Context: an optimization exercise on an open-source flow, tuned for small area. The choices shown serve that exercise and are no tape-out recipe.
At most, simulation tests tie the RTL to the original design; equivalence was not proved.
Function not checked in run 4: the RTL went through the layout flow alone.
Power and IR drop assume default switching activity.

==> flow/config.mk <==
export PLATFORM = sky130hd
export DESIGN_NAME = dual_wheel_incremental_pid_drive
export DESIGN_NICKNAME = dual_wheel_incremental_pid_drive
export VERILOG_FILES = /design/flow/design.v
export SDC_FILE = /design/flow/constraint.sdc
export NUM_CORES = 4
export LEC_CHECK = 0
export CAP_MARGIN = 20
export CORE_MARGIN = 2
export CORE_UTILIZATION = 40
export PLACE_DENSITY = 0.85
export SLEW_MARGIN = 20
==> flow/flow/run.sh <==
#!/bin/bash
# The standard layout (standard.sh, with its synthesis unchanged) with two options changed:
# the port buffers are the smallest buffer cell, and clock tree synthesis uses clkbuf_16
# leaf clusters of up to 24 sinks and adds no dummy loads. All tool output goes to
# standard.log here and to ORFS's per-step logs under orfs/logs.
set -euo pipefail
export BUFFER_PORTS_ARGS="-buffer_cell sky130_fd_sc_hd__buf_1"
export CTS_ARGS="-sink_clustering_enable -repair_clock_nets -sink_clustering_size 24 -sink_clustering_max_diameter 120 -buf_list sky130_fd_sc_hd__clkbuf_16 -dont_use_dummy_load"
bash standard.sh finish > standard.log 2>&1
==> flow/standard.sh <==
#!/bin/bash
# synth_recipe.tcl (not shown) runs the flow's synth.tcl, then flattens the netlist and writes it again
# the make line also repeats each setting of config.mk as NAME=value (left out here)
make -C /OpenROAD-flow-scripts/flow DESIGN_CONFIG=/design/flow/config.mk WORK_HOME=/design/flow/orfs CLKGATE_MAP_FILE= SYNTH_SCRIPT=/design/flow/synth_recipe.tcl "${@:-finish}"
==> flow/constraint.sdc <==
create_clock -name core_clock -period 12.0 [get_ports {clk}]
set_input_delay 2.4000 -clock core_clock [delete_from_list [all_inputs] [get_ports {clk}]]
set_output_delay 2.4000 -clock core_clock [all_outputs]
set_load 0.01 [all_outputs]
==> flow/design.v <==
package dwpid_pkg;
	localparam int TICK_BITS = 16;
	localparam int DIV_NUM_BITS = 32;
	localparam int DIV_DEN_BITS = 16;
	localparam logic [2:0] CMD_FORWARD  = 3'd0;
	localparam logic [2:0] CMD_BACKWARD = 3'd1;
	localparam logic [2:0] CMD_LEFT     = 3'd2;
	localparam logic [2:0] CMD_RIGHT    = 3'd3;
	localparam logic [2:0] CMD_STOP     = 3'd4;
	localparam logic [1:0] DIR_STOP     = 2'd0;
	localparam logic [1:0] DIR_FORWARD  = 2'd1;
	localparam logic [1:0] DIR_BACKWARD = 2'd2;
	localparam logic [2:0] REG_KP    = 3'd0;
	localparam logic [2:0] REG_KI    = 3'd1;
	localparam logic [2:0] REG_KD    = 3'd2;
	localparam logic [2:0] REG_SCALE = 3'd3;
	localparam logic [2:0] REG_PWM   = 3'd4;
	localparam logic [2:0] REG_LIMIT = 3'd5;
	localparam logic [15:0] KP_RESET    = 16'd410;
	localparam logic [15:0] KI_RESET    = 16'd15;
	localparam logic [15:0] KD_RESET    = 16'd0;
	localparam logic [15:0] SCALE_RESET = 16'd256;
	localparam logic [15:0] PWM_RESET   = 16'd1000;
	localparam logic [14:0] LIMIT_RESET = 15'd670;
	typedef struct packed {
		logic [15:0] kp_centi;
		logic [15:0] ki_centi;
		logic [15:0] kd_centi;
		logic [15:0] velocity_scale;
		logic [15:0] pwm_max;
		logic [14:0] full_speed_limit;
	} cfg_t;
	typedef struct packed {
		logic [15:0]        duty;
		logic [1:0]         dir;
		logic signed [15:0] speed;
		logic signed [31:0] odometry;
	} lane_res_t;
endpackage
module dwpid_lane #(
	parameter bit LEFT = 1'b0
) (
	input  logic        clk,
	input  logic        arst_n,
	input  logic        c_load,
	input  logic        c_neg,
	input  logic        c_mul1,
	input  logic        c_meas,
	input  logic        c_pid,
	input  logic        c_clip,
	input  logic        c_div1,
	input  logic        c_mul2,
	input  logic        c_div2,
	input  logic        c_done,
	input  logic [5:0]  k,
	input  logic        ge17,
	input  logic        ge18,
	input  logic        ge19,
	input  logic        ge23,
	input  logic [1:0]  sub,
	input  logic        step,
	input  logic        last,
	input  logic [15:0] km,
	input  logic        p_bit,
	input  logic        n_bit,
	input  logic        spd_bit,
	input  logic        spd_min,
	input  logic [15:0] ticks,
	input  logic        tgtneg,
	input  logic        run,
	input  logic        fresh_od,
	input  logic        fresh_pid,
	input  logic        tseen,
	output logic [15:0] duty,
	output logic [1:0]  dir,
	output logic [15:0] speed,
	output logic [31:0] odometry
);
	logic [18:0] s_q;
	logic [15:0] q_q;
	logic [15:0] sp_q;
	logic [31:0] od_q;
	logic [22:0] acc_q;
	logic [16:0] e1_q, e2_q;
	logic tsign_nz, seen, c1, ovf_hi, e16_lo;
	logic ca, cu, cc, s1, s2, c_lat, ct, accs, c_a, c_b, sf;
	logic tsign, ovf, e16, hi, lo, qseen, mseen, fseen, oc, ec;
	assign tsign = tsign_nz;
	assign ovf   = ovf_hi;
	assign hi    = ovf_hi;
	assign e16   = e16_lo;
	assign lo    = e16_lo;
	assign qseen = seen;
	assign mseen = seen;
	assign fseen = seen;
	assign oc    = c1;
	assign ec    = c1;
	logic k_lt16;
	assign k_lt16 = (k[5:4] == 2'b00);
	logic        div;
	logic        x, xneg;
	logic [18:0] a_in, b_in, sum;
	logic        cin;
	logic        sneg;
	assign div  = c_div1 | c_div2;
	assign sneg = s_q[18];
	logic eb, e1b, e2b, sa, su, sc;
	assign eb  = q_q[0];
	logic wr_e;
	assign wr_e = c_pid & (sub == 2'd0) & ~ge17;
	assign e1b = ge17 ? s1 : (e1_q[0] & ~fresh_pid);
	assign e2b = ge17 ? s2 : (e2_q[0] & ~fresh_pid);
	assign sa  = eb ^ ~e1b ^ ca;
	assign su  = e1b ^ ~e2b ^ cu;
	assign sc  = sa ^ ~su ^ cc;
	always_comb begin
		x = 1'b0;
		xneg = 1'b0;
		if (c_mul1) x = k_lt16 & q_q[0];
		if (c_mul2) x = q_q[0];
		if (c_pid && !ge19) begin
			x = (sub == 2'd0) ? sa : (sub == 2'd1) ? eb : c_lat;
			xneg = (k == 6'd18);
		end
	end
	logic b_en, b_inv;
	assign b_en  = div | x;
	assign b_inv = div ? ~sneg : xneg;
	assign a_in  = div ? {s_q[17:0], q_q[15]} : s_q;
	assign b_in  = {{3{b_en & b_inv}}, {16{b_en}} & (km ^ {16{b_inv}})};
	assign cin   = b_en & b_inv;
	logic [19:0] cy;
	assign cy[0] = cin;
	for (genvar i = 0; i < 19; i++) begin : g_add
		assign sum[i]  = a_in[i] ^ b_in[i] ^ cy[i];
		assign cy[i+1] = (a_in[i] & b_in[i]) | (cy[i] & (a_in[i] ^ b_in[i]));
	end
	logic        sgn_sh;
	logic [18:0] sr;
	assign sgn_sh = c_pid & ge18;
	assign sr     = {sgn_sh & sum[18], sum[18:1]};
	logic od_en, dsrc, db, od_s;
	assign od_en = c_neg | (c_mul1 & k_lt16);
	assign dsrc  = c_neg ? q_q[0] : tsign;
	assign db    = LEFT ? ~dsrc : dsrc;
	logic od0;
	assign od0   = od_q[0] & ~fresh_od;
	assign od_s  = od0 ^ db ^ oc;
	logic negbit;
	assign negbit = tsign ? (q_q[0] ^ qseen) : q_q[0];
	logic dneg, v, m, t, eraw, eclip, ebit;
	assign dneg  = LEFT ? ~tsign : tsign;
	assign v     = ovf ? (k == 6'd15) : q_q[0];
	assign m     = (k == 6'd16) ? sp_q[15] :
	               dneg ? (v ^ mseen) : (ovf ? (k != 6'd15) : q_q[0]);
	assign t     = tgtneg ? (spd_bit ^ tseen) : spd_bit;
	assign eraw  = t ^ ~m ^ ec;
	assign eclip = tgtneg & spd_min & dneg & ovf;
	assign ebit  = eclip ? k_lt16 : eraw;
	logic dd, accb, tb, za, zb;
	assign dd   = sum[0];
	assign accb = ge23 ? accs : (acc_q[0] & ~fresh_pid);
	assign tb   = accb ^ dd ^ ct;
	assign za   = p_bit ^ ~tb ^ c_a;
	assign zb   = tb ^ p_bit ^ c_b;
	logic f, g;
	assign f = hi ? p_bit : lo ? n_bit : acc_q[0];
	assign g = sf ? (f ^ fseen) : f;
	logic q_shr, q_top;
	assign q_shr = c_neg | c_mul1 | c_mul2 | (c_meas & k_lt16) | (c_pid & step) | c_clip;
	always_comb begin
		q_top = sum[0];                     
		if (c_neg) q_top = negbit;
		if (c_meas) q_top = ebit & run;
		if (c_pid) q_top = e16;
	end
	function automatic logic maj(input logic a, input logic b, input logic c);
		maj = (a & b) | (a & c) | (b & c);
	endfunction
	always_ff @(posedge clk) begin
		e1_q <= {wr_e ? eb : e1_q[0], e1_q[16:1]};
		e2_q <= {wr_e ? e1b : e2_q[0], e2_q[16:1]};
		if (od_en) od_q <= {od_s, od_q[31:1]};
		if (c_pid && step) begin
			if (!ge23) acc_q <= {tb, acc_q[22:1]};
		end
		if (c_clip) acc_q <= {f, acc_q[22:1]};
	end
	always_ff @(posedge clk) begin
		if (c_load || (c_pid && step && k == 6'd40) || (c_div1 && last))
			s_q <= '0;
		else if (div || (c_pid && !step)) s_q <= sum;
		else s_q <= sr | {12'd0, c_clip & g, 6'd0};
		if (c_load) q_q <= ticks;
		else if (div) q_q <= {q_q[14:0], ~sum[18]};
		else if (q_shr) q_q <= {q_top, q_q[15:1]};
		if (c_meas && k_lt16) sp_q <= {m, sp_q[15:1]};
		if (c_load) begin
			tsign_nz <= ticks[15];
			seen     <= 1'b0;
			c1       <= LEFT;
		end
		if (c_neg) seen <= seen | q_q[0];
		if (od_en) c1 <= maj(od0, db, oc);
		if (c_mul1 && k == 6'd23) begin
			ovf_hi <= |s_q;
			seen   <= 1'b0;
			c1     <= 1'b1;
		end
		if (c_meas) begin
			seen <= seen | v;
			c1   <= maj(t, ~m, ec);
			if (k == 6'd16) begin
				e16_lo <= ebit;
				ca  <= 1'b1;
				cu  <= 1'b1;
				cc  <= 1'b1;
				ct  <= 1'b0;
				c_a <= 1'b1;
				c_b <= 1'b0;
			end
		end
		if (c_pid && sub == 2'd0 && !ge19) begin
			ca    <= maj(eb, ~e1b, ca);
			cu    <= maj(e1b, ~e2b, cu);
			cc    <= maj(sa, ~su, cc);
			c_lat <= sc;
			if (k == 6'd16) begin
				s1 <= e1b;
				s2 <= e2b;
			end
		end
		if (c_pid && step) begin
			ct  <= maj(accb, dd, ct);
			c_a <= maj(p_bit, ~tb, c_a);
			c_b <= maj(tb, p_bit, c_b);
			if (k == 6'd22) accs <= accb;
			if (k == 6'd40) begin
				ovf_hi <= za;
				e16_lo <= zb;
				sf     <= za ? 1'b0 : zb ? 1'b1 : acc_q[22];
				seen   <= 1'b0;
			end
		end
		if (c_clip) seen <= seen | f;
	end
	assign duty     = q_q;
	logic nz;
	assign nz       = |q_q;
	assign dir      = {nz & sf, nz & ~sf};
	assign speed    = sp_q;
	assign odometry = od_q;
endmodule
module dual_wheel_incremental_pid_drive #(
	parameter int TICK_BITS = dwpid_pkg::TICK_BITS
) (
	input  logic                        clk,
	input  logic                        arst_n,
	input  logic                        psel,
	input  logic                        penable,
	input  logic                        pwrite,
	input  logic [4:0]                  paddr,
	input  logic [31:0]                 pwdata,
	output logic [31:0]                 prdata,
	output logic                        pready,
	input  logic                        in_valid,
	output logic                        in_stall,
	input  logic [2:0]                  cmd,
	input  logic signed [15:0]          speed,
	input  logic signed [TICK_BITS-1:0] left_ticks,
	input  logic signed [TICK_BITS-1:0] right_ticks,
	output logic                        out_valid,
	input  logic                        out_stall,
	output logic [15:0]                 left_duty,
	output logic [1:0]                  left_dir,
	output logic [15:0]                 right_duty,
	output logic [1:0]                  right_dir,
	output logic signed [15:0]          left_speed,
	output logic signed [15:0]          right_speed,
	output logic signed [31:0]          left_odometry,
	output logic signed [31:0]          right_odometry
);
	dwpid_pkg::cfg_t cfg_q;
	assign pready = 1'b1;
	dwpid_pkg::cfg_t cfg_r;
	logic [5:0]      rst_f;
	logic            wr;
	assign wr = psel && penable && pwrite;
	always_ff @(posedge clk or negedge arst_n) begin
		if (!arst_n) begin
			rst_f <= '1;
		end else if (wr) begin
			unique case (paddr[4:2])
				dwpid_pkg::REG_KP:    rst_f[0] <= 1'b0;
				dwpid_pkg::REG_KI:    rst_f[1] <= 1'b0;
				dwpid_pkg::REG_KD:    rst_f[2] <= 1'b0;
				dwpid_pkg::REG_SCALE: rst_f[3] <= 1'b0;
				dwpid_pkg::REG_PWM:   rst_f[4] <= 1'b0;
				dwpid_pkg::REG_LIMIT: rst_f[5] <= 1'b0;
				default: ;
			endcase
		end
	end
	always_ff @(posedge clk) begin
		if (wr) begin
			unique case (paddr[4:2])
				dwpid_pkg::REG_KP:    cfg_r.kp_centi         <= pwdata[15:0];
				dwpid_pkg::REG_KI:    cfg_r.ki_centi         <= pwdata[15:0];
				dwpid_pkg::REG_KD:    cfg_r.kd_centi         <= pwdata[15:0];
				dwpid_pkg::REG_SCALE: cfg_r.velocity_scale   <= pwdata[15:0];
				dwpid_pkg::REG_PWM:   cfg_r.pwm_max          <= pwdata[15:0];
				dwpid_pkg::REG_LIMIT: cfg_r.full_speed_limit <= pwdata[14:0];
				default: ;
			endcase
		end
	end
	assign cfg_q.kp_centi         = rst_f[0] ? dwpid_pkg::KP_RESET    : cfg_r.kp_centi;
	assign cfg_q.ki_centi         = rst_f[1] ? dwpid_pkg::KI_RESET    : cfg_r.ki_centi;
	assign cfg_q.kd_centi         = rst_f[2] ? dwpid_pkg::KD_RESET    : cfg_r.kd_centi;
	assign cfg_q.velocity_scale   = rst_f[3] ? dwpid_pkg::SCALE_RESET : cfg_r.velocity_scale;
	assign cfg_q.pwm_max          = rst_f[4] ? dwpid_pkg::PWM_RESET   : cfg_r.pwm_max;
	assign cfg_q.full_speed_limit = rst_f[5] ? dwpid_pkg::LIMIT_RESET : cfg_r.full_speed_limit;
	logic [5:0][15:0] reg_raw;
	logic [5:0][15:0] reg_rst;
	assign reg_raw[0] = cfg_r.kp_centi;
	assign reg_raw[1] = cfg_r.ki_centi;
	assign reg_raw[2] = cfg_r.kd_centi;
	assign reg_raw[3] = cfg_r.velocity_scale;
	assign reg_raw[4] = cfg_r.pwm_max;
	assign reg_raw[5] = {1'b0, cfg_r.full_speed_limit};
	assign reg_rst[0] = dwpid_pkg::KP_RESET;
	assign reg_rst[1] = dwpid_pkg::KI_RESET;
	assign reg_rst[2] = dwpid_pkg::KD_RESET;
	assign reg_rst[3] = dwpid_pkg::SCALE_RESET;
	assign reg_rst[4] = dwpid_pkg::PWM_RESET;
	assign reg_rst[5] = {1'b0, dwpid_pkg::LIMIT_RESET};
	function automatic logic [15:0] regsel(input logic [5:0] sel, input logic [5:0] rf,
	                                       input logic [5:0][15:0] raw,
	                                       input logic [5:0][15:0] rst);
		regsel = '0;
		for (int r = 0; r < 6; r++) begin
			regsel = regsel | ({16{sel[r] & ~rf[r]}} & raw[r]) | ({16{sel[r] & rf[r]}} & rst[r]);
		end
	endfunction
	logic [5:0] psel_r;
	for (genvar r = 0; r < 6; r++) begin : g_psel
		assign psel_r[r] = (paddr[4:2] == 3'(r));
	end
	assign prdata = {16'd0, regsel(psel_r, rst_f, reg_raw, reg_rst)};
	typedef enum logic [3:0] {
		PH_IDLE, PH_NEG, PH_MUL1, PH_MEAS, PH_WAIT, PH_PID, PH_CLIP, PH_DIV1, PH_MUL2, PH_DIV2, PH_DONE
	} ph_t;
	ph_t        ph_q;
	logic [5:0] k_q;
	logic [1:0] sub_q;
	logic       out_valid_q;
	logic [4:0] r17_q;
	always_ff @(posedge clk or negedge arst_n) begin
		if (!arst_n) r17_q <= '0;
		else r17_q <= (r17_q == 5'd16) ? 5'd0 : r17_q + 5'd1;
	end
	logic       start, step, last, run;
	assign start = (ph_q == PH_IDLE) && in_valid && (!out_valid_q || !out_stall);
	assign run   = (cmd <= dwpid_pkg::CMD_RIGHT);
	logic ge17, ge18, ge19, ge23;
	assign ge17 = k_q[5] | (k_q[4] & (|k_q[3:0]));
	assign ge18 = k_q[5] | (k_q[4] & (|k_q[3:1]));
	assign ge19 = k_q[5] | (k_q[4] & (k_q[3] | k_q[2] | (k_q[1] & k_q[0])));
	assign ge23 = k_q[5] | (k_q[4] & (k_q[3] | (k_q[2] & k_q[1] & k_q[0])));
	assign step  = (ph_q == PH_PID) ? (ge19 || (sub_q == 2'd2)) : 1'b1;
	assign last  = (k_q == 6'd15);
	always_ff @(posedge clk or negedge arst_n) begin
		if (!arst_n) begin
			ph_q        <= PH_IDLE;
			k_q         <= '0;
			sub_q       <= '0;
			out_valid_q <= 1'b0;
		end else begin
			if (out_valid_q && !out_stall) out_valid_q <= 1'b0;
			k_q <= k_q + 6'd1;
			unique case (ph_q)
				PH_IDLE: begin
					k_q <= '0;
					if (start) ph_q <= PH_NEG;
				end
				PH_NEG: if (k_q == 6'd15) begin ph_q <= PH_MUL1; k_q <= '0; end
				PH_MUL1: if (k_q == 6'd23) begin ph_q <= PH_MEAS; k_q <= '0; end
				PH_MEAS: if (k_q == 6'd16) begin
					ph_q <= run ? PH_WAIT : PH_DONE;
					k_q  <= '0;
					sub_q <= '0;
				end
				PH_WAIT: begin
					k_q <= '0;
					if (r17_q == 5'd16) ph_q <= PH_PID;
				end
				PH_PID: begin
					if (!step) begin
						k_q   <= k_q;
						sub_q <= sub_q + 2'd1;
					end else begin
						sub_q <= '0;
						if (k_q == 6'd40) begin ph_q <= PH_CLIP; k_q <= '0; end
					end
				end
				PH_CLIP: if (k_q == 6'd22) begin ph_q <= PH_DIV1; k_q <= '0; end
				PH_DIV1: if (k_q == 6'd15) begin ph_q <= PH_MUL2; k_q <= '0; end
				PH_MUL2: if (k_q == 6'd15) begin ph_q <= PH_DIV2; k_q <= '0; end
				PH_DIV2: if (k_q == 6'd15) begin ph_q <= PH_DONE; k_q <= '0; end
				PH_DONE: begin
					ph_q        <= PH_IDLE;
					out_valid_q <= 1'b1;
				end
				default: ph_q <= PH_IDLE;
			endcase
		end
	end
	assign in_stall  = (ph_q != PH_DONE);
	assign out_valid = out_valid_q;
	logic        lim_zero;
	assign lim_zero = rst_f[5] ? 1'b0 : (cfg_r.full_speed_limit == 15'd0);
	logic [5:0]  ksel;
	logic [15:0] km;
	assign ksel[0] = (ph_q == PH_PID) && (sub_q == 2'd0);
	assign ksel[1] = (ph_q == PH_PID) && (sub_q == 2'd1);
	assign ksel[2] = (ph_q == PH_PID) && (sub_q == 2'd2);
	assign ksel[3] = (ph_q == PH_MUL1);
	assign ksel[4] = (ph_q == PH_MUL2);
	assign ksel[5] = (ph_q == PH_DIV2);
	assign km = regsel(ksel, rst_f, reg_raw, reg_rst)
	          | {15'd0, ksel[5] & lim_zero}
	          | ((ph_q == PH_DIV1) ? 16'd100 : 16'd0);
	logic       gbit, p_bit, n_bit, nseen;
	logic [3:0] dl;
	logic [1:0] pc;
	logic        pu;
	logic [16:0] lvr, lvc;
	logic        gr, gc;
	assign lvr  = {cfg_r.full_speed_limit[14:1], cfg_r.full_speed_limit[0] | lim_zero, 2'b00};
	assign lvc  = {dwpid_pkg::LIMIT_RESET, 2'b00};
	assign gr   = k_q[5] ? 1'b0 : k_q[4] ? ((k_q[3:0] == 4'd0) & lvr[16]) : lvr[k_q[3:0]];
	assign gc   = k_q[5] ? 1'b0 : k_q[4] ? ((k_q[3:0] == 4'd0) & lvc[16]) : lvc[k_q[3:0]];
	assign gbit = rst_f[5] ? gc : gr;
	assign pu    = gbit ^ dl[2] ^ pc[0];
	assign p_bit = pu ^ dl[3] ^ pc[1];
	assign n_bit = p_bit ^ nseen;
	always_ff @(posedge clk) begin
		if ((ph_q == PH_MEAS && k_q == 6'd16) || (ph_q == PH_PID && k_q == 6'd40 && step)) begin
			dl    <= '0;
			pc    <= '0;
			nseen <= 1'b0;
		end else if ((ph_q == PH_PID || ph_q == PH_CLIP) && step) begin
			dl    <= {dl[2:0], gbit};
			pc    <= {(pu & dl[3]) | (pc[1] & (pu ^ dl[3])),
			          (gbit & dl[2]) | (pc[0] & (gbit ^ dl[2]))};
			nseen <= nseen | p_bit;
		end
	end
	logic fresh_od, fresh_pid, tseen;
	always_ff @(posedge clk or negedge arst_n) begin
		if (!arst_n) begin
			fresh_od  <= 1'b1;
			fresh_pid <= 1'b1;
		end else begin
			if (ph_q == PH_MUL1 && k_q == 6'd15) fresh_od <= 1'b0;
			if (ph_q == PH_PID && k_q == 6'd40 && step) fresh_pid <= 1'b0;
		end
	end
	always_ff @(posedge clk) begin
		if (ph_q == PH_MEAS) tseen <= tseen | spd_bit;
		else tseen <= 1'b0;
	end
	logic spd_bit, spd_min;
	assign spd_bit = speed[(k_q[4]) ? 4'd15 : k_q[3:0]];
	assign spd_min = (speed == 16'sh8000);
	logic ltn, rtn;
	assign ltn = (cmd == dwpid_pkg::CMD_BACKWARD) || (cmd == dwpid_pkg::CMD_LEFT);
	assign rtn = (cmd == dwpid_pkg::CMD_BACKWARD) || (cmd == dwpid_pkg::CMD_RIGHT);
	logic c_load, c_neg, c_mul1, c_meas, c_pid, c_clip, c_div1, c_mul2, c_div2, c_done;
	assign c_load = start;
	assign c_neg  = (ph_q == PH_NEG);
	assign c_mul1 = (ph_q == PH_MUL1);
	assign c_meas = (ph_q == PH_MEAS);
	assign c_pid  = (ph_q == PH_PID);
	assign c_clip = (ph_q == PH_CLIP);
	assign c_div1 = (ph_q == PH_DIV1);
	assign c_mul2 = (ph_q == PH_MUL2);
	assign c_div2 = (ph_q == PH_DIV2);
	assign c_done = (ph_q == PH_DONE);
	dwpid_lane #(.LEFT(1'b1)) u_left (
		.clk, .arst_n, .c_load, .c_neg, .c_mul1, .c_meas, .c_pid, .c_clip, .c_div1, .c_mul2,
		.c_div2, .c_done, .k(k_q), .ge17, .ge18, .ge19, .ge23, .sub(sub_q), .step, .last, .km, .p_bit, .n_bit, .spd_bit,
		.spd_min, .ticks(left_ticks), .tgtneg(ltn), .run, .fresh_od, .fresh_pid, .tseen,
		.duty(left_duty), .dir(left_dir), .speed(left_speed), .odometry(left_odometry)
	);
	dwpid_lane #(.LEFT(1'b0)) u_right (
		.clk, .arst_n, .c_load, .c_neg, .c_mul1, .c_meas, .c_pid, .c_clip, .c_div1, .c_mul2,
		.c_div2, .c_done, .k(k_q), .ge17, .ge18, .ge19, .ge23, .sub(sub_q), .step, .last, .km, .p_bit, .n_bit, .spd_bit,
		.spd_min, .ticks(right_ticks), .tgtneg(rtn), .run, .fresh_od, .fresh_pid, .tseen,
		.duty(right_duty), .dir(right_dir), .speed(right_speed), .odometry(right_odometry)
	);
endmodule
==> qor.csv, run 1 <==
stage,metric,value,unit
cts,cts_buffers,23,
global_routing,grt_usage,19.03,%
flow_run,maxCapViolCount,0,
min_path,hold_class,reg2reg,
cts,cts_tree,yes,
global_routing,grt_first_pass_wirelength,75.64,mm
floorplan,die_h,225.1,µm
sta,fin_worst_skew,0.06014,ns
placed_design,hpwl,35.34,mm
pwr,p_leak,7.682,nW
drt,vias,13910,
cts,ctsRootBufferMaster,clkbuf_16,
sta,slew_viol_final,0,
sta,fin_crit_sh,94.06,%
floorplan,num_rows,81,
placed_design,place_area,0.02100,mm²
cts,cts_resized,0,
global_routing,overflow,0,
yosys,synthDistinctLibCells,87,
sta,setup_viol,0,
sta,hold_viol_final,0,
cts,clkSlewWorstSetupHoldPaths,0.10,ns
yosys,synth_top_area_cell,edfxtp_1,
setup_path,cp-start-kind,flip-flop,
yosys,syn_area,0.01956,mm²
floorplan,ios,262,
floorplan,dieArea,0.05067,mm²
pwr,ir_drop,0.1311,mV
cts,ctsHoldBuffers,0,
yosys,ys.flop_type,edfxtp_1,
drt,wire_per_inst,20.61,µm
sta,setup_tns,0,ns
setup_path,max_stage_delay,0.57,ns
yosys,async_reset_ff_share,5.896,%
drt,drt-initial-drc-count,1736,
cts,postCtsSetupRepairBufs,0,
pwr,total_power,0.005200,W
setup_path,cp_max_fo,17,
yosys,ys_warn_count,3,
drt,antenna_left,0,
cells_and_area,final_area,0.02160,mm²
cells_and_area,drive_gt1_share,6.417,%
floorplan,die_x,225.1,µm
setup_path,worstPathRequired,12.31,ns
sta,max_freq,88.59,MHz
sta,period_needed,11.29,ns
placed_design,gp_congestion,0.9427,
cells_and_area,utilization,44.41,%
global_routing,grt_max_degree,67,
floorplan,start_util,40.20,%
yosys,syn_inst,1601,
yosys,synth_seq_cells,441,
setup_path,worstSetupEndpointType,flip-flop,
setup_path,cp_slowest_cell,dfrtp_1,
setup_path,critPathArrivalTime,11.59,ns
floorplan,coreArea,0.04865,mm²
yosys,synthTopCellsByArea,"edfxtp_1 (45%), dfxtp_1 (12%), fa_1 (5.5%)",
sta,grt_setup_unrepaired,no,
pwr,powerDensity,240.7,mW/mm²
setup_path,cpMostUsedCell,fa_1,
placed_design,portBuffers,226,
drt,drc,0,
yosys,seq_area_frac_synth,60.96,%
cts,clk_latency,0.57,ns
drt,via_per_inst,5.759,
cts,cts_sinks,441,
drt,first_pass_iters,7,
yosys,synth.top_cell.area_share,45.30,%
status,status,finished clean,
global_routing,antenna_found_initial,4,
sta,relSlewSlack,21.15,%
cells_and_area,nets,1960,
setup_path,crit_type,reg2reg,
cts,htreeDepth,1,
cells_and_area,area_growth,10.47,%
cts,cts_buffer_depth,3,
sta,worst_pin_slew,1.182,ns
global_routing,grt_pass1_vias,13330,
drt,routed_wl,49.78,mm
yosys,synth_edf_count,295,
yosys,syn_avg_cell_area,12.21,µm²
report_power, final:
group          leakage, nW  internal [W]  switching [W]
Combinational         3.43      0.000779        0.00128
Clock                0.283      0.000342       0.000453
Sequential            3.97       0.00208       0.000272
cells in the final DEF (no fill, tap or decap), drive strengths merged, types with 8 or more instances in the layout:
| master | instances |
|---|---|
| dfxtp | 120 |
| clkbuf | 24 |
| nand3 | 25 |
| mux2 | 16 |
| buf | 251 |
| nor3 | 24 |
| mux2i | 46 |
| nor4 | 30 |
| a211oi | 20 |
| and2 | 14 |
| a221oi | 15 |
| nand2b | 11 |
| conb | 17 |
| fa | 54 |
| inv | 61 |
| dfstp | 8 |
| and3 | 9 |
| dfrtp | 18 |
| a222oi | 32 |
| a22oi | 11 |
| nor2 | 113 |
| ha | 17 |
| o21ai | 67 |
| o22ai | 13 |
| nor2b | 19 |
| a21oi | 73 |
| xnor2 | 38 |
| edfxtp | 295 |
| nand2 | 244 |
| nand4 | 13 |
per-layer routing:
layer  vias to the layer above  share of wire, %  track usage, %
met1                      6735                40           25.06
met3                       113                11           4.146
met5                         -             0.054               0
met4                         4               3.1           6.580
met2                       924                46           31.14
li1                       6137                 -               -
through the flow:
stage / hold WS [ns] / cells / setup slack, ns
6_report: 0.3300 / 2416 / 0.7124
5_1_grt: 0.3392 / 2415 / 0.1629
4_1_cts: 0.3330 / 2413 / 0.7920
3_5_place_dp: 0.3121 / 2390 / 0.8691
3_3_place_gp: 0.3118 / 2390 / 0.9565
2_1_floorplan: 0.3096 / 1616 / 1.514
synthesized netlist by cell type (all sizes together), types with 6 or more instances:
library cell and n:
clkbuf 38, o22ai 13, xnor2 38, nor3b 6, inv 61, dfrtp 18, edfxtp 295, nand2 244
dfxtp 120, nor4 30, a221oi 15, dfstp 8, or3 6, a22oi 11, mux2i 46, nand2b 11
buf 61, fa 54, and3 9, nor3 24, mux2 16, and2 14, o21ai 67, ha 17
a222oi 32, a211oi 20, nand4 13, nand3 25, nor2b 19, a21oi 73, nor2 113
critical path, delay by kind of cell (launching register included):
| family | cells | cell delay, ns |
|---|---|---|
| AO/OA/AOI/OAI | 5 | 1.35 |
| XOR/XNOR | 2 | 0.45 |
| adder cells (fa/ha/maj) | 19 | 7.15 |
| buffers and inverters | 5 | 0.56 |
| flip-flops | 1 | 0.57 |
| multiplexers | 1 | 0.41 |
| AND/OR/NAND/NOR | 4 | 0.53 |
final timing paths:
check	endpoint	startpoint	slack, ns	cells after the start
hold reg to reg	u_left.e2_q[7]	u_left.e2_q[8]	0.33	0
setup / recovery	u_right.q_q[0]	k_q[2]	0.71	36
min in group asynchronous	k_q[2]	arst_n	1.88	1
setup reg to reg	u_right.q_q[0]	k_q[2]	0.71	36
hold / removal	u_left.e2_q[7]	u_left.e2_q[8]	0.33	0
max in group asynchronous	r17_q[1]	arst_n	9.63	1
final cells by class:
type,count,area [µm²]
Timing Repair Buffer,252,1049
Antenna cell,2,5.005
Sequential cell,441,11920
Clock buffer,23,575.6
Fill cell,4339,27040
Multi-Input combinational cell,1015,7044
Tap cell,622,778.2
Inverter,61,229.0
state kept, by name, summed over array words and instances, names as in the netlist, 19 cells and up:
register,flops
u_right.acc_q,23
u_left.s_q,19
u_left.od_q,32
cfg_r,95
u_right.s_q,19
u_left.acc_q,23
u_right.od_q,32
kinds of logic after synthesis:
family	share of synthesized area [%]
other	0.03840
adders and majority gates	6.616
xor gates and xnor gates	1.920
muxes	3.852
buffers and inverters	3.807
and+or+nand+nor	13.24
DFF	60.96
AOI/OAI and AO/OA	9.566
==> inputs of run 2 (changes only) <==
--- a/flow/config.mk
+++ b/flow/config.mk
@@ -9,4 +9,3 @@
 export CORE_MARGIN = 2
 export CORE_UTILIZATION = 40
-export PLACE_DENSITY = 0.85
 export SLEW_MARGIN = 20
==> qor.csv, run 2 <==
stage,metric,value,unit,change
status,status,finished clean,,unchanged
pwr,power_frac_seq,44.9,%,was 45.1%
min_path,hold_end,u_left.e1_q[9],,was u_left.e2_q[7]
placed_design,dp_cells,2396,,was 2390
pwr,powerDensity,239.1,mW/mm²,was 240.7 mW/mm²
sta,fin_worst_skew,0.05335,ns,was 0.06014 ns
pwr,total_power,0.005176,W,was 0.005200 W
setup_path,worst-r2r-cell-count,37,,was 36
yosys,synth.top_cell.area_share,45.30,%,unchanged
pwr,p_clk_share,15.1,%,was 15.3%
cells_and_area,drive_gt1_share,6.733,%,was 6.417%
sta,setup_viol,0,,unchanged
cells_and_area,area_growth,10.72,%,was 10.47%
yosys,ys.flop_type,edfxtp_1,,unchanged
floorplan,die_x,225.1,µm,unchanged
cells_and_area,fin_cells,2419,,was 2416
yosys,synth_edf_count,295,,unchanged
drt,vias,13550,,was 13910
drt,wire_per_inst,21.25,µm,was 20.61 µm
setup_path,max_stage_delay,0.46,ns,was 0.57 ns
pwr,p_leak,7.706,nW,was 7.682 nW
flow_run,maxCapViolCount,0,,unchanged
floorplan,start_util,40.20,%,unchanged
sta,setup_tns,0,ns,unchanged
placed_design,gp_congestion,0.8561,,was 0.9427
cts,clkSlewWorstSetupHoldPaths,0.10,ns,about the same
cts,ctsHoldBuffers,0,,unchanged
yosys,syn_avg_cell_area,12.21,µm²,unchanged
cts,cts_buffers,22,,was 23
setup_path,worstSetupEndpointType,flip-flop,,unchanged
min_path,hold_class,reg2reg,,unchanged
yosys,syn_inst,1601,,unchanged
setup_path,cp_slowest_cell,a21oi_1,,was dfrtp_1
setup_path,ff2ff_setup_slack,0.88,ns,was 0.71 ns
drt,drc,0,,unchanged
pwr,internal_power,0.003187,W,was 0.003197 W
floorplan,dieArea,0.05067,mm²,unchanged
yosys,seq_area_frac_synth,60.96,%,unchanged
floorplan,coreArea,0.04865,mm²,unchanged
sta,worst_pin_slew,1.161,ns,was 1.182 ns
sta,hold_viol_final,0,,unchanged
yosys,synthTopCellsByArea,"edfxtp_1 (45%), dfxtp_1 (12%), fa_1 (5.5%)",,unchanged
drt,first_pass_iters,6,,was 7
setup_path,r2r_start,k_q[0],,was k_q[2]
placed_design,hpwl,36.49,mm,was 35.34 mm
drt,via_per_inst,5.602,,was 5.759
setup_path,crit_type,reg2reg,,unchanged
cells_and_area,nFillCells,4463,,was 4339
setup_path,reg2reg_to,u_right.q_q[0],,unchanged
floorplan,die_h,225.1,µm,unchanged
yosys,async_reset_ff_share,5.896,%,unchanged
floorplan,num_rows,81,,unchanged
global_routing,overflow,0,,unchanged
floorplan,ios,262,,unchanged
drt,antenna_left,0,,unchanged
cts,cts_buffer_depth,3,,unchanged
sta,fin_crit_sh,92.68,%,was 94.06%
pwr,swShare,38.43,%,was 38.52%
setup_path,cp-start-kind,flip-flop,,unchanged
yosys,syn_area,0.01956,mm²,unchanged
yosys,synth-xor-area-share,1.920,%,unchanged
cts,cts_sinks,441,,unchanged
cts,postCtsSetupRepairBufs,0,,unchanged
setup_path,worstPathRequired,12.35,ns,was 12.31 ns
cts,cts_tree,yes,,unchanged
setup_path,critPathArrivalTime,11.47,ns,was 11.59 ns
global_routing,antenna_found_initial,1,,was 4
drt,drt-initial-drc-count,1462,,was 1736
yosys,synth_top_area_cell,edfxtp_1,,unchanged
min_path,min_path_cells,0,,unchanged
yosys,muxShareOfSynthArea,3.852,%,unchanged
setup_path,cpMostUsedCell,fa_1,,unchanged
min_path,min_from,u_left.e1_q[10],,was u_left.e2_q[8]
yosys,synth_top_family_by_area,simple AND/OR/NAND/NOR gates,,unchanged
cells_and_area,reg.largest.list,"cfg_r (95), u_left.od_q (32), u_right.od_q (32)",,unchanged
yosys,ys_warn_count,3,,unchanged
sta,max_freq,89.92,MHz,was 88.59 MHz
sta,whs,0.2931,ns,was 0.3300 ns
yosys,synth_seq_cells,441,,unchanged
cts,clk_latency,0.58,ns,was 0.57 ns
cts,ctsRootBufferMaster,clkbuf_16,,unchanged
pwr,switchingPower,0.001989,W,was 0.002003 W
pwr,comb_power_share,40.1,%,was 39.6%
yosys,synth_simple_gate_area_share,13.24,%,unchanged
drt,routed_wl,51.41,mm,was 49.78 mm
cells_and_area,num_antenna_cells,0,,was 2
cells_and_area,regMostFlops,cfg_r,,unchanged
global_routing,grt_first_pass_wirelength,77.85,mm,was 75.64 mm
yosys,yosysMostFrequentCell,edfxtp_1,,unchanged
cells_and_area,largest_register_ff_count,95,,unchanged
yosys,synthDistinctLibCells,87,,unchanged
setup_path,cp_max_fo,17,,unchanged
sta,slew_viol_final,0,,unchanged
yosys,synth_compound_area_share,9.566,%,unchanged
sta,period_needed,11.12,ns,was 11.29 ns
cts,cts_resized,0,,unchanged
global_routing,grt_usage,19.96,%,was 19.03%
yosys,netlist_top_cells_count,"edfxtp_1 (295), nand2_1 (243), dfxtp_1 (120), nor2_1 (110), a21oi_1 (73)",,unchanged
cells_and_area,nets,1965,,was 1960
cells_and_area,final_common_cell,edfxtp_1,,unchanged
sta,grt_setup_unrepaired,no,,unchanged
cts,htreeDepth,1,,unchanged
global_routing,grt_pass1_vias,13000,,was 13330
global_routing,grt_max_degree,67,,unchanged
cells_and_area,final_cell_mix,"edfxtp_1 (295), nand2_1 (240), buf_1 (225), dfxtp_1 (120), nor2_1 (107)",,"was edfxtp_1 (295), nand2_1 (241), buf_1 (225), dfxtp_1 (120), nor2_1 (106)"
pwr,ir_drop,0.1173,mV,was 0.1311 mV
placed_design,portBuffers,226,,unchanged
yosys,synth_fa_ha_area_share,6.616,%,unchanged
sta,relSlewSlack,22.30,%,was 21.15%
-- run 2: cell counts after synthesis --
No cell type changed its count.
-- run 2: per-stage QoR --
stage               util [%]  cell area, µm²  setup WS [ns]
floorplan                  -           19610          1.514
global placement       43.28           21060         0.8919
detailed placement     43.31           21070         0.8441
CTS                    44.44           21620         0.8123
global route           44.51           21650         0.2306
finish                 44.51           21650         0.8786
-- run 2: power by group through the flow --
| stage | registers, W | clock network (W) | logic (W) |
|---|---|---|---|
| 2_1_floorplan | 0.00229 | 0 | 0.00149 |
| 3_3_place_gp | 0.00234 | 0 | 0.00204 |
| 3_5_place_dp | 0.00235 | 0 | 0.00207 |
| 4_1_cts | 0.00232 | 0.000811 | 0.00208 |
| 5_1_grt | 0.00236 | 0.000855 | 0.00234 |
| 6_report | 0.00232 | 0.000781 | 0.00207 |
-- run 2: critical path: cells and delay by family, from the launching register on --
kind	cells	cell delay, ns
simple gates	3	0.23
mux	1	0.41
xor+xnor	2	0.37
fa+ha+maj	20	7.43
buf+inv	6	0.79
flops	1	0.39
compound gates	5	1.30
-- run 2: worst max-delay path by stage --
stage,from,to,slack (ns)
after global routing,k_q[0],u_right.q_q[0],0.23
after CTS,k_q[0],u_right.q_q[0],0.81
after detailed placement,k_q[0],u_right.q_q[0],0.84
final,k_q[0],u_right.q_q[0],0.88
after floorplan,k_q[1],u_right.q_q[0],1.51
after global placement,k_q[0],u_right.q_q[0],0.89
-- run 2: area by class of cell --
class / instances / area, µm² / share of cell area [%]
repair buffers: 258 / 1110 / 5.126
well taps: 622 / 778.2 / 3.595
flip-flops and latches: 441 / 11920 / 55.06
multi-input cells: 1015 / 7062 / 32.62
clock buffers: 22 / 550.5 / 2.543
inverters: 61 / 229.0 / 1.058
-- run 2: kinds of logic (layout without fill, tap and decap cells) --
group,after synthesis,after routing
simple gates,544,544
xor+xnor,42,42
fa+ha+maj,71,71
other cells,2,17
compound gates,274,274
flops,441,441
mux,67,67
buf+inv,160,341
-- run 2: layer usage --
metal	wire (µm)	global-route usage (%)	vias to the layer above
met3	4208	3.338	83
met5	13	0	-
li1	-	-	6167
met1	22180	27.62	6684
met4	1486	6.195	2
met2	23520	32.23	616
==> inputs of run 3 (changes only) <==
--- a/flow/config.mk
+++ b/flow/config.mk
@@ -8,4 +8,5 @@
 export CAP_MARGIN = 20
 export CORE_MARGIN = 2
-export CORE_UTILIZATION = 40
+export CORE_UTILIZATION = 65
+export PLACE_DENSITY = 0.8
 export SLEW_MARGIN = 20
==> qor.csv, run 3 <==
stage,metric,value,unit,change
yosys,ys_warn_count,3,,unchanged
yosys,synth_simple_gate_area_share,13.24,%,unchanged
cts,cts_resized,0,,unchanged
yosys,yosysMostFrequentCell,edfxtp_1,,unchanged
cells_and_area,final_common_cell,edfxtp_1,,unchanged
cells_and_area,nFillCells,2054,,was 4463
yosys,synth_top_area_cell,edfxtp_1,,unchanged
sta,fin_worst_skew,0.03409,ns,was 0.05335 ns
min_path,hold_end,u_right.e2_q[3],,was u_left.e1_q[9]
setup_path,ff2ff_setup_slack,0.74,ns,was 0.88 ns
cells_and_area,regMostFlops,cfg_r,,unchanged
global_routing,antenna_found_initial,2,,was 1
pwr,p_leak,7.673,nW,was 7.706 nW
yosys,syn_avg_cell_area,12.21,µm²,unchanged
yosys,synth_seq_cells,441,,unchanged
global_routing,grt_pass1_vias,13060,,was 13000
cells_and_area,reg.largest.list,"cfg_r (95), u_left.od_q (32), u_right.od_q (32)",,unchanged
cts,cts_tree,yes,,unchanged
setup_path,worstSetupEndpointType,flip-flop,,unchanged
floorplan,ios,262,,unchanged
cts,ctsHoldBuffers,0,,unchanged
placed_design,hpwl,35.16,mm,was 36.49 mm
setup_path,cp_max_fo,18,,was 17
cts,ctsRootBufferMaster,clkbuf_16,,unchanged
setup_path,crit_type,reg2reg,,unchanged
placed_design,place_area,0.02074,mm²,was 0.02107 mm²
sta,worst_pin_slew,1.156,ns,was 1.161 ns
global_routing,grt_first_pass_wirelength,73.47,mm,was 77.85 mm
cells_and_area,fin_cells,2186,,was 2419
sta,setup_tns,0,ns,unchanged
sta,setup_viol,0,,unchanged
cts,htreeDepth,1,,unchanged
setup_path,worst-r2r-cell-count,36,,was 37
min_path,hold_class,reg2reg,,unchanged
drt,via_per_inst,6.305,,was 5.602
min_path,min_from,u_right.e2_q[4],,was u_left.e1_q[10]
cells_and_area,multi_input_area,0.007033,mm²,was 0.007062 mm²
drt,drt-initial-drc-count,1763,,was 1462
sta,hold_viol_final,0,,unchanged
yosys,netlist_top_cells_count,"edfxtp_1 (295), nand2_1 (243), dfxtp_1 (120), nor2_1 (110), a21oi_1 (73)",,unchanged
cts,postCtsSetupRepairBufs,0,,unchanged
yosys,muxShareOfSynthArea,3.852,%,unchanged
cts,cts_buffer_depth,3,,unchanged
sta,relSlewSlack,22.50,%,was 22.30%
sta,max_freq,88.82,MHz,was 89.92 MHz
global_routing,grt_usage,30.53,%,was 19.96%
drt,routed_wl,49.09,mm,was 51.41 mm
setup_path,cp_slowest_cell,dfrtp_1,,was a21oi_1
sta,grt_setup_unrepaired,no,,unchanged
drt,drc,0,,unchanged
cells_and_area,largest_register_ff_count,95,,unchanged
setup_path,cpMostUsedCell,fa_1,,unchanged
cells_and_area,area_growth,8.887,%,was 10.72%
setup_path,critPathArrivalTime,11.57,ns,was 11.47 ns
floorplan,die_x,177.5,µm,was 225.1 µm
yosys,synth.top_cell.area_share,45.30,%,unchanged
cts,clkSlewWorstSetupHoldPaths,0.10,ns,about the same
setup_path,r2r_start,k_q[2],,was k_q[0]
yosys,syn_inst,1601,,unchanged
cells_and_area,utilization,71.84,%,was 44.51%
cts,cts_buffers,22,,unchanged
yosys,ys.flop_type,edfxtp_1,,unchanged
setup_path,max_stage_delay,0.56,ns,was 0.46 ns
status,status,finished clean,,unchanged
cells_and_area,final_cell_mix,"edfxtp_1 (295), nand2_1 (240), buf_1 (226), dfxtp_1 (120), nor2_1 (107)",,"was edfxtp_1 (295), nand2_1 (240), buf_1 (225), dfxtp_1 (120), nor2_1 (107)"
cells_and_area,seq_area,0.01192,mm²,unchanged
placed_design,gp_congestion,0.9388,,was 0.8561
cells_and_area,drive_gt1_share,6.466,%,was 6.733%
setup_path,cp-start-kind,flip-flop,,unchanged
yosys,synth-xor-area-share,1.920,%,unchanged
yosys,async_reset_ff_share,5.896,%,unchanged
yosys,synthDistinctLibCells,87,,unchanged
cts,cts_sinks,441,,unchanged
cts,clk_latency,0.54,ns,was 0.58 ns
flow_run,maxCapViolCount,0,,unchanged
yosys,synth_edf_count,295,,unchanged
yosys,synth_fa_ha_area_share,6.616,%,unchanged
floorplan,num_rows,63,,was 81
placed_design,portBuffers,226,,unchanged
floorplan,die_h,177.5,µm,was 225.1 µm
floorplan,coreArea,0.02964,mm²,was 0.04865 mm²
yosys,synth_top_family_by_area,simple AND/OR/NAND/NOR gates,,unchanged
setup_path,worstPathRequired,12.31,ns,was 12.35 ns
placed_design,dp_cells,2162,,was 2396
global_routing,grt_max_degree,67,,unchanged
yosys,syn_area,0.01956,mm²,unchanged
sta,slew_viol_final,0,,unchanged
cells_and_area,nets,1962,,was 1965
cells_and_area,final_area,0.02129,mm²,was 0.02165 mm²
global_routing,overflow,0,,unchanged
pwr,ir_drop,0.1191,mV,was 0.1173 mV
setup_path,reg2reg_to,u_right.q_q[0],,unchanged
min_path,min_path_cells,0,,unchanged
sta,fin_crit_sh,93.82,%,was 92.68%
yosys,seq_area_frac_synth,60.96,%,unchanged
floorplan,start_util,65.98,%,was 40.20%
pwr,powerDensity,244.0,mW/mm²,was 239.1 mW/mm²
drt,antenna_left,0,,unchanged
yosys,synthTopCellsByArea,"edfxtp_1 (45%), dfxtp_1 (12%), fa_1 (5.5%)",,unchanged
floorplan,dieArea,0.03149,mm²,was 0.05067 mm²
yosys,synth_compound_area_share,9.566,%,unchanged
drt,vias,13780,,was 13550
sta,period_needed,11.26,ns,was 11.12 ns
drt,first_pass_iters,9,,was 6
drt,wire_per_inst,22.46,µm,was 21.25 µm
## run 3: cell counts after synthesis
Identical to the previous run, type by type.
## run 3: logic make-up after synthesis
kind of cell    count (synthesis)
compound gates                274
xor+xnor                       42
fa+ha+maj                      71
buf+inv                       160
flops                         441
mux                            67
other cells                     2
simple gates                  544
## run 3: worst max-delay path by stage
stage                      start        endpoint  slack (ns)  cells past startpoint
final                     k_q[2]  u_right.q_q[0]        0.74                     36
after global routing      k_q[2]  u_right.q_q[0]        0.29                     36
after detailed placement  k_q[2]  u_right.q_q[0]        0.92                     36
after floorplan           k_q[1]  u_right.q_q[0]        1.51                     37
after CTS                 k_q[2]  u_right.q_q[0]        0.87                     36
after global placement    k_q[2]  u_right.q_q[0]        1.05                     36
## run 3: final cells by class
cell class                 count  share of cell area (%)
sequential                   441                   55.99
clock buffer                  22                   2.586
antenna                        2                 0.02350
multi-input combinational   1015                   33.03
inverter                      61                   1.075
timing repair buffer         255                   5.006
tap                          390                   2.292
## run 3: critical path, delay by kind of cell (launching register included)
kind                       cells  cell delay, ns
AOI/OAI and AO/OA              5            1.32
buffers and inverters          5            0.66
DFF                            1            0.56
muxes                          1            0.41
xor gates and xnor gates       2            0.30
and+or+nand+nor                4            0.60
adders and majority gates     19            7.14
## run 3: layer usage
layer | up-vias | GRT usage, % | part of all wire, %
met1 | 6625 | 41.21 | 38
met3 | 153 | 4.777 | 10
li1 | 6151 | - | -
met5 | - | 0 | 0
met2 | 854 | 50.37 | 48
met4 | 0 | 11.54 | 3.9
## run 3: through the flow
stage | hold WS, ns | worst slack, ns | power [W]
2_1_floorplan | 0.3096 | 1.514 | 0.003779
3_3_place_gp | 0.3126 | 1.048 | 0.004323
4_1_cts | 0.3337 | 0.8672 | 0.005184
3_5_place_dp | 0.3128 | 0.9243 | 0.004419
6_report | 0.3314 | 0.7415 | 0.005196
5_1_grt | 0.3361 | 0.2894 | 0.005505
## run 3: power breakdown
part,internal [W],switching (W)
registers,0.00208,0.000250
clock network,0.000328,0.000445
logic,0.000782,0.00131
total,0.00319,0.00201
==> inputs of run 4 (changes only) <==
--- a/flow/design.v
+++ b/flow/design.v
@@ -83,12 +83,16 @@
 	logic [22:0] acc_q;
 	logic [16:0] e1_q, e2_q;
-	logic tsign_nz, seen, c1, ovf_hi, e16_lo;
-	logic ca, cu, cc, s1, s2, c_lat, ct, accs, c_a, c_b, sf;
-	logic tsign, ovf, e16, hi, lo, qseen, mseen, fseen, oc, ec;
-	assign tsign = tsign_nz;
+	logic tsign_sf, seen, c1, ovf_hi, e16_lo;
+	logic ca, cu, cc, c_lat, ct, c_a, c_b;
+	logic tsign, ovf, e16, hi, lo, qseen, mseen, fseen, oc, ec, s1, s2, accs, sf;
+	assign tsign = tsign_sf;
+	assign sf    = tsign_sf;
 	assign ovf   = ovf_hi;
 	assign hi    = ovf_hi;
+	assign s1    = ovf_hi;
 	assign e16   = e16_lo;
 	assign lo    = e16_lo;
+	assign s2    = e16_lo;
+	assign accs  = c1;
 	assign qseen = seen;
 	assign mseen = seen;
@@ -173,5 +177,5 @@
 		if (c_neg) q_top = negbit;
 		if (c_meas) q_top = ebit & run;
-		if (c_pid) q_top = e16;
+		if (c_pid) q_top = (k[5] | k[4]) ? q_q[15] : e16;
 	end
 	function automatic logic maj(input logic a, input logic b, input logic c);
@@ -197,5 +201,5 @@
 		if (c_meas && k_lt16) sp_q <= {m, sp_q[15:1]};
 		if (c_load) begin
-			tsign_nz <= ticks[15];
+			tsign_sf <= ticks[15];
 			seen     <= 1'b0;
 			c1       <= LEFT;
@@ -227,6 +231,6 @@
 			c_lat <= sc;
 			if (k == 6'd16) begin
-				s1 <= e1b;
-				s2 <= e2b;
+				ovf_hi <= e1b;
+				e16_lo <= e2b;
 			end
 		end
@@ -235,9 +239,9 @@
 			c_a <= maj(p_bit, ~tb, c_a);
 			c_b <= maj(tb, p_bit, c_b);
-			if (k == 6'd22) accs <= accb;
+			if (k == 6'd22) c1 <= accb;
 			if (k == 6'd40) begin
 				ovf_hi <= za;
 				e16_lo <= zb;
-				sf     <= za ? 1'b0 : zb ? 1'b1 : acc_q[22];
+				tsign_sf <= za ? 1'b0 : zb ? 1'b1 : acc_q[22];
 				seen   <= 1'b0;
 			end
--- a/flow/config.mk
+++ b/flow/config.mk
@@ -8,5 +8,4 @@
 export CAP_MARGIN = 20
 export CORE_MARGIN = 2
-export CORE_UTILIZATION = 65
-export PLACE_DENSITY = 0.8
+export CORE_UTILIZATION = 40
 export SLEW_MARGIN = 20
==> qor.csv, run 4 <==
stage,metric,value,unit,change
yosys,synth_simple_gate_area_share,15.80,%,was 13.24%
cts,ctsHoldBuffers,0,,unchanged
cells_and_area,fin_cells,2563,,was 2186
drt,via_per_inst,5.669,,was 6.305
cts,clk_latency,0.57,ns,was 0.54 ns
global_routing,grt_pass1_vias,13890,,was 13060
global_routing,overflow,0,,unchanged
pwr,ir_drop,0.1324,mV,was 0.1191 mV
sta,hold_viol_final,0,,unchanged
yosys,muxShareOfSynthArea,2.467,%,was 3.852%
yosys,synthTopCellsByArea,"edfxtp_1 (43%), dfxtp_1 (12%), fa_1 (5.4%)",,"was edfxtp_1 (45%), dfxtp_1 (12%), fa_1 (5.5%)"
yosys,netlist_top_cells_count,"edfxtp_1 (283), nand2_1 (271), dfxtp_1 (124), a21oi_1 (89), nand3_1 (79)",,"was edfxtp_1 (295), nand2_1 (243), dfxtp_1 (120), nor2_1 (110), a21oi_1 (73)"
sta,worst_pin_slew,1.171,ns,was 1.156 ns
global_routing,antenna_found_initial,1,,was 2
yosys,ys.flop_type,edfxtp_1,,unchanged
floorplan,ios,262,,unchanged
setup_path,critPathArrivalTime,11.96,ns,was 11.57 ns
placed_design,hpwl,38.68,mm,was 35.16 mm
drt,wire_per_inst,21.09,µm,was 22.46 µm
cells_and_area,num_antenna_cells,0,,was 2
yosys,yosysMostFrequentCell,edfxtp_1,,unchanged
pwr,p_clk_share,14.3,%,was 14.9%
yosys,async_reset_ff_share,6.005,%,was 5.896%
yosys,synth_top_area_cell,edfxtp_1,,unchanged
sta,fin_worst_skew,0.05523,ns,was 0.03409 ns
cells_and_area,regMostFlops,cfg_r,,unchanged
sta,setup_viol,0,,unchanged
yosys,seq_area_frac_synth,58.40,%,was 60.96%
yosys,synth_top_family_by_area,simple AND/OR/NAND/NOR gates,,unchanged
global_routing,grt_first_pass_wirelength,81.57,mm,was 73.47 mm
yosys,synth_seq_cells,433,,was 441
drt,vias,14530,,was 13780
cts,cts_tree,yes,,unchanged
setup_path,worstSetupEndpointType,flip-flop,,unchanged
pwr,comb_power_share,41.8,%,was 40.3%
drt,drc,0,,unchanged
setup_path,worstPathRequired,12.45,ns,was 12.31 ns
cells_and_area,reg.largest.list,"cfg_r (95), u_left.od_q (32), u_right.od_q (32)",,unchanged
floorplan,coreArea,0.04905,mm²,was 0.02964 mm²
setup_path,cp-start-kind,flip-flop,,unchanged
cts,postCtsSetupRepairBufs,0,,unchanged
yosys,synth.top_cell.area_share,42.63,%,was 45.30%
cts,cts_resized,0,,unchanged
pwr,p_leak,8.065,nW,was 7.673 nW
global_routing,grt_max_degree,65,,was 67
setup_path,cpMostUsedCell,fa_1,,unchanged
global_routing,grt_usage,20.55,%,was 30.53%
sta,relSlewSlack,21.62,%,was 22.50%
setup_path,cp_slowest_cell,fa_1,,was dfrtp_1
sta,period_needed,11.50,ns,was 11.26 ns
cts,cts_sinks,433,,was 441
floorplan,num_rows,81,,was 63
status,status,finished clean,,unchanged
yosys,syn_area,0.01993,mm²,was 0.01956 mm²
floorplan,start_util,40.64,%,was 65.98%
sta,fin_crit_sh,95.87,%,was 93.82%
yosys,syn_avg_cell_area,11.59,µm²,was 12.21 µm²
setup_path,crit_type,reg2reg,,unchanged
cts,htreeDepth,1,,unchanged
drt,drt-initial-drc-count,1567,,was 1763
floorplan,die_h,227.2,µm,was 177.5 µm
floorplan,dieArea,0.05164,mm²,was 0.03149 mm²
min_path,hold_class,reg2reg,,unchanged
flow_run,maxCapViolCount,0,,unchanged
placed_design,dp_cells,2538,,was 2162
cells_and_area,area_growth,10.52,%,was 8.887%
cells_and_area,nets,2067,,was 1962
pwr,switchingPower,0.002205,W,was 0.002008 W
cts,cts_buffers,22,,unchanged
pwr,internal_power,0.003259,W,was 0.003187 W
yosys,synth_fa_ha_area_share,6.490,%,was 6.616%
cts,ctsRootBufferMaster,clkbuf_16,,unchanged
drt,routed_wl,54.05,mm,was 49.09 mm
yosys,synth_compound_area_share,12.28,%,was 9.566%
yosys,synth-xor-area-share,0.4645,%,was 1.920%
cells_and_area,largest_register_ff_count,95,,unchanged
drt,first_pass_iters,6,,was 9
floorplan,die_x,227.2,µm,was 177.5 µm
cells_and_area,drive_gt1_share,6.951,%,was 6.466%
yosys,synth_edf_count,283,,was 295
yosys,syn_inst,1720,,was 1601
pwr,power_frac_seq,43.9,%,was 44.8%
sta,max_freq,86.93,MHz,was 88.82 MHz
cells_and_area,final_cell_mix,"edfxtp_1 (283), nand2_1 (269), buf_1 (225), dfxtp_1 (124), a21oi_1 (89)",,"was edfxtp_1 (295), nand2_1 (240), buf_1 (226), dfxtp_1 (120), nor2_1 (107)"
sta,setup_tns,0,ns,unchanged
sta,slew_viol_final,0,,unchanged
setup_path,max_stage_delay,0.49,ns,was 0.56 ns
pwr,swShare,40.35,%,was 38.65%
cells_and_area,final_common_cell,edfxtp_1,,unchanged
placed_design,portBuffers,226,,unchanged
setup_path,cp_max_fo,7,,was 18
pwr,powerDensity,248.0,mW/mm²,was 244.0 mW/mm²
cts,clkSlewWorstSetupHoldPaths,0.10,ns,about the same
sta,grt_setup_unrepaired,no,,unchanged
yosys,ys_warn_count,3,,unchanged
cts,cts_buffer_depth,3,,unchanged
placed_design,gp_congestion,0.9129,,was 0.9388
yosys,synthDistinctLibCells,93,,was 87
drt,antenna_left,0,,unchanged
[run 4: final timing paths]
path	to	start	slack, ns	cells after the start
max	u_right.s_q[17]	k_q[0]	0.50	36
min	u_left.e1_q[2]	u_left.e1_q[3]	0.31	0
max reg2reg	u_right.s_q[17]	k_q[0]	0.50	36
min reg2reg	u_left.e1_q[2]	u_left.e1_q[3]	0.31	0
max in group asynchronous	r17_q[4]	arst_n	9.48	1
min in group asynchronous	r17_q[1]	arst_n	1.94	1
[run 4: worst max-delay path, delay by kind of cell (launching register included)]
kind | cells | cell delay, ns
and+or+nand+nor | 6 | 1.45
buffers and inverters | 4 | 0.57
adders and majority gates | 20 | 7.66
muxes | 1 | 0.36
AOI/OAI and AO/OA | 5 | 0.95
DFF | 1 | 0.39
[run 4: routing by layer]
metal	wire [µm]	GRT usage [%]	up-vias
li1	-	-	6633
met1	22960	27.87	7185
met2	26000	34.16	601
met3	3209	2.297	111
met4	1876	7.485	0
met5	0	0	-
[run 4: kinds of logic after synthesis]
group	count (synthesis)
xor+xnor	9
compound gates	352
other cells	2
mux	40
simple gates	636
fa+ha+maj	71
flops	433
buf+inv	177
[run 4: area by class of cell]
cell class	instances	area (µm²)
Fill cell	4588	27020
Inverter	57	214.0
Clock buffer	22	550.5
Tap cell	664	830.8
Multi-Input combinational cell	1125	7656
Timing Repair Buffer	262	1139
Sequential cell	433	11640
[run 4: power groups by stage]
stage / combinational, W / clock, W / sequential (W)
6_report: 0.00228 / 0.000780 / 0.00240
5_1_grt: 0.00256 / 0.000852 / 0.00245
4_1_cts: 0.00229 / 0.000809 / 0.00240
3_5_place_dp: 0.00228 / 0 / 0.00243
3_3_place_gp: 0.00224 / 0 / 0.00242
2_1_floorplan: 0.00148 / 0 / 0.00245
[run 4: through the flow]
step / util [%] / area [µm²] / hold slack [ns] / setup WS (ns) / total power, W
after floorplan: - / 19990 / 0.3096 / 1.133 / 0.003928
after global placement: 43.65 / 21410 / 0.3098 / 0.7657 / 0.004662
after detailed placement: 43.70 / 21440 / 0.3121 / 0.4784 / 0.004715
after CTS: 44.82 / 21990 / 0.3001 / 0.4046 / 0.005501
after global routing: 44.91 / 22030 / 0.3136 / 0.05991 / 0.005866
final: 44.91 / 22030 / 0.3083 / 0.4962 / 0.005464
==> inputs of run 5 (changes only) <==
--- a/flow/design.v
+++ b/flow/design.v
@@ -83,16 +83,12 @@
 	logic [22:0] acc_q;
 	logic [16:0] e1_q, e2_q;
-	logic tsign_sf, seen, c1, ovf_hi, e16_lo;
-	logic ca, cu, cc, c_lat, ct, c_a, c_b;
-	logic tsign, ovf, e16, hi, lo, qseen, mseen, fseen, oc, ec, s1, s2, accs, sf;
-	assign tsign = tsign_sf;
-	assign sf    = tsign_sf;
+	logic tsign_nz, seen, c1, ovf_hi, e16_lo;
+	logic ca, cu, cc, s1, s2, c_lat, ct, accs, c_a, c_b, sf;
+	logic tsign, ovf, e16, hi, lo, qseen, mseen, fseen, oc, ec;
+	assign tsign = tsign_nz;
 	assign ovf   = ovf_hi;
 	assign hi    = ovf_hi;
-	assign s1    = ovf_hi;
 	assign e16   = e16_lo;
 	assign lo    = e16_lo;
-	assign s2    = e16_lo;
-	assign accs  = c1;
 	assign qseen = seen;
 	assign mseen = seen;
@@ -177,5 +173,5 @@
 		if (c_neg) q_top = negbit;
 		if (c_meas) q_top = ebit & run;
-		if (c_pid) q_top = (k[5] | k[4]) ? q_q[15] : e16;
+		if (c_pid) q_top = e16;
 	end
 	function automatic logic maj(input logic a, input logic b, input logic c);
@@ -201,5 +197,5 @@
 		if (c_meas && k_lt16) sp_q <= {m, sp_q[15:1]};
 		if (c_load) begin
-			tsign_sf <= ticks[15];
+			tsign_nz <= ticks[15];
 			seen     <= 1'b0;
 			c1       <= LEFT;
@@ -231,6 +227,6 @@
 			c_lat <= sc;
 			if (k == 6'd16) begin
-				ovf_hi <= e1b;
-				e16_lo <= e2b;
+				s1 <= e1b;
+				s2 <= e2b;
 			end
 		end
@@ -239,9 +235,9 @@
 			c_a <= maj(p_bit, ~tb, c_a);
 			c_b <= maj(tb, p_bit, c_b);
-			if (k == 6'd22) c1 <= accb;
+			if (k == 6'd22) accs <= accb;
 			if (k == 6'd40) begin
 				ovf_hi <= za;
 				e16_lo <= zb;
-				tsign_sf <= za ? 1'b0 : zb ? 1'b1 : acc_q[22];
+				sf     <= za ? 1'b0 : zb ? 1'b1 : acc_q[22];
 				seen   <= 1'b0;
 			end
==> flow/flow/run.sh (replaced) <==
#!/bin/bash
set -euo pipefail
HERE=$(pwd)
export BUFFER_PORTS_ARGS="-buffer_cell sky130_fd_sc_hd__buf_1"
export CTS_ARGS="-sink_clustering_enable -repair_clock_nets -sink_clustering_size 24 -sink_clustering_max_diameter 120 -buf_list sky130_fd_sc_hd__clkbuf_16 -dont_use_dummy_load"
bash standard.sh SYNTH_SCRIPT="$HERE/flow/my_synth.tcl" finish > standard.log 2>&1
==> flow/flow/my_synth.tcl (new file) <==
proc synth {args} { yosys synth -nofsm -noshare {*}$args }
# Technology mapping with Yosys's own ABC script for liberty mapping (area oriented), in place of
# ORFS's delay-oriented script; the -liberty and -dont_use arguments are kept.
proc abc {args} {
  set keep {}
  set i 0
  while {$i < [llength $args]} {
    set a [lindex $args $i]
    if {$a eq "-liberty" || $a eq "-dont_use"} {
      lappend keep $a [lindex $args [expr {$i + 1}]]
      incr i 2
    } elseif {$a eq "-script" || $a eq "-constr" || $a eq "-D"} {
      incr i 2
    } else {
      lappend keep $a
      incr i
    }
  }
  yosys abc {*}$keep
}
source $::env(SCRIPTS_DIR)/synth.tcl
# left out here: clear keep_hierarchy, flatten, clean up, hide names made inside functions, write 1_2_yosys.v
==> qor.csv, run 5 <==
stage,metric,value,unit,change
setup_path,cpMostUsedCell,fa_1,,unchanged
cts,ctsHoldBuffers,0,,unchanged
setup_path,cp_slowest_cell,dfrtp_1,,was fa_1
sta,slew_viol_final,0,,unchanged
floorplan,ios,262,,unchanged
min_path,min_path_cells,0,,unchanged
setup_path,ff2ff_setup_slack,0.75,ns,was 0.50 ns
placed_design,portBuffers,226,,unchanged
pwr,ir_drop,0.1246,mV,was 0.1324 mV
yosys,ys_warn_count,3,,unchanged
drt,vias,13060,,was 14530
min_path,hold_end,u_right.e2_q[4],,was u_left.e1_q[2]
drt,first_pass_iters,9,,was 6
yosys,synthTopCellsByArea,"edfxtp_1 (48%), dfxtp_1 (13%), fa_1 (5.8%)",,"was edfxtp_1 (43%), dfxtp_1 (12%), fa_1 (5.4%)"
cts,clk_latency,0.56,ns,was 0.57 ns
setup_path,critPathArrivalTime,11.55,ns,was 11.96 ns
floorplan,die_h,219.5,µm,was 227.2 µm
floorplan,die_x,219.5,µm,was 227.2 µm
status,status,finished clean,,unchanged
drt,antenna_left,0,,unchanged
cts,htreeDepth,1,,unchanged
cts,postCtsSetupRepairBufs,0,,unchanged
sta,hold_viol_final,0,,unchanged
setup_path,r2r_start,k_q[2],,was k_q[0]
drt,wire_per_inst,20.28,µm,was 21.09 µm
yosys,synth_edf_count,295,,was 283
cells_and_area,reg.largest.list,"cfg_r (95), u_left.od_q (32), u_right.od_q (32)",,unchanged
setup_path,max_stage_delay,0.56,ns,was 0.49 ns
setup_path,reg2reg_to,u_right.q_q[0],,was u_right.s_q[17]
min_path,hold_class,reg2reg,,unchanged
yosys,synthDistinctLibCells,62,,was 93
cts,clkSlewWorstSetupHoldPaths,0.11,ns,was 0.10 ns
setup_path,worst-r2r-cell-count,33,,was 36
global_routing,overflow,0,,unchanged
run 5: changes by cell type in the layout (fill, tap and decap cells not counted), moves of 19 or more:
| cell | delta |
|---|---|
| a222oi_1 | +19 |
| nand2_1 | -94 |
| nor2_1 | +155 |
| a22oi_1 | -26 |
| clkinv_1 | +50 |
| inv_1 | -56 |
| mux2i_1 | +21 |
| nand3_1 | -59 |
run 5: worst reg2reg max path: cells and delay by family (launching register included):
| kind | cells | cell delay [ns] |
|---|---|---|
| mux | 1 | 0.21 |
| simple gates | 3 | 1.14 |
| compound gates | 5 | 1.29 |
| xor+xnor | 2 | 0.25 |
| fa+ha+maj | 19 | 7.21 |
| buf+inv | 3 | 0.30 |
| flops | 1 | 0.56 |
run 5: how the worst max path moves through the flow:
stage | startpoint | to
2_1_floorplan | ph_q[1] | u_left.q_q[0]
3_3_place_gp | k_q[0] | u_right.q_q[0]
3_5_place_dp | k_q[2] | u_right.q_q[0]
4_1_cts | k_q[2] | u_right.q_q[0]
5_1_grt | k_q[2] | u_right.q_q[0]
6_report | k_q[2] | u_right.q_q[0]
run 5: kinds of logic (layout without fill, tap and decap cells):
group,Yosys count,after routing,share of synthesized area (%)
and+or+nand+nor,560,560,13.46
DFF,441,441,64.19
AOI/OAI and AO/OA,280,280,10.23
adders and majority gates,71,71,6.966
buffers and inverters,69,328,1.779
muxes,48,48,2.816
xor gates and xnor gates,11,11,0.5188
other,2,19,0.04044
run 5: layout make-up:
class                           instances  area, µm²
Clock buffer                           22      550.5
Fill cell                            4234      24640
Tap cell                              600      750.7
Antenna cell                            2      5.005
Timing Repair Buffer                  256       1075
Inverter                               50      187.7
Sequential cell                       441      11920
Multi-Input combinational cell        987       6444
run 5: report_power, final:
part	leakage (nW)	switching [W]	internal, W
combinational	3.19	0.00159	0.000921
clock	0.271	0.000456	0.000329
sequential	4.00	0.000286	0.00219
total	7.46	0.00233	0.00344
run 5: layer usage:
metal  up-vias  wire length, µm  part of all wire, %  global-route usage (%)
li1       6002                -                    -                       -
met1      6435            20320                   43                   26.44
met5         -                0                    0                       0
met3        80             3582                  7.5                   3.119
met4         0             1561                  3.3                   6.419
met2       538            22350                   47                   31.16
run 5: stage by stage:
step | hold slack (ns) | setup WS (ns) | area, µm² | util [%]
6_report | 0.3262 | 0.7483 | 20930 | 45.93
4_1_cts | 0.3329 | 0.7445 | 20920 | 45.91
3_5_place_dp | 0.3121 | 0.8719 | 20370 | 44.70
3_3_place_gp | 0.3103 | 1.036 | 20370 | 44.70
2_1_floorplan | 0.3096 | 0.4528 | 18630 | -
5_1_grt | 0.3392 | 0.09763 | 20930 | 45.93

[separate check: timing with driven ports]
How much do the figures lean on ideal ports? The routed layouts below were timed once more, with nothing changed but the port constraints.
Step 1, drivers: a clkbuf_16 drives clk and a buf_2 each remaining input, both assumed.
Step 2 adds t to the input delays and takes it off the output delays; t is the mean of the earliest and latest rising clock arrival at the registers after step 1. Input paths then give back, and output paths get back, about the clock's delay inside the block.
Slacks: no drivers / after step 1 / after step 2; pairs: no drivers / after step 1.
run	t, ns	slack for setup (ns)	clock arrival spread, ns
run 1	0.603	0.712 / 0.712 / 0.712	0.060 / 0.061
run 2	0.603	0.879 / 0.879 / 0.879	0.054 / 0.053
run 3	0.581	0.741 / 0.741 / 0.741	0.042 / 0.042
run 4	0.603	0.496 / 0.496 / 0.496	0.055 / 0.055
run 5	0.588	0.748 / 0.748 / 0.748	0.071 / 0.070
After both steps every run listed still meets setup and hold.
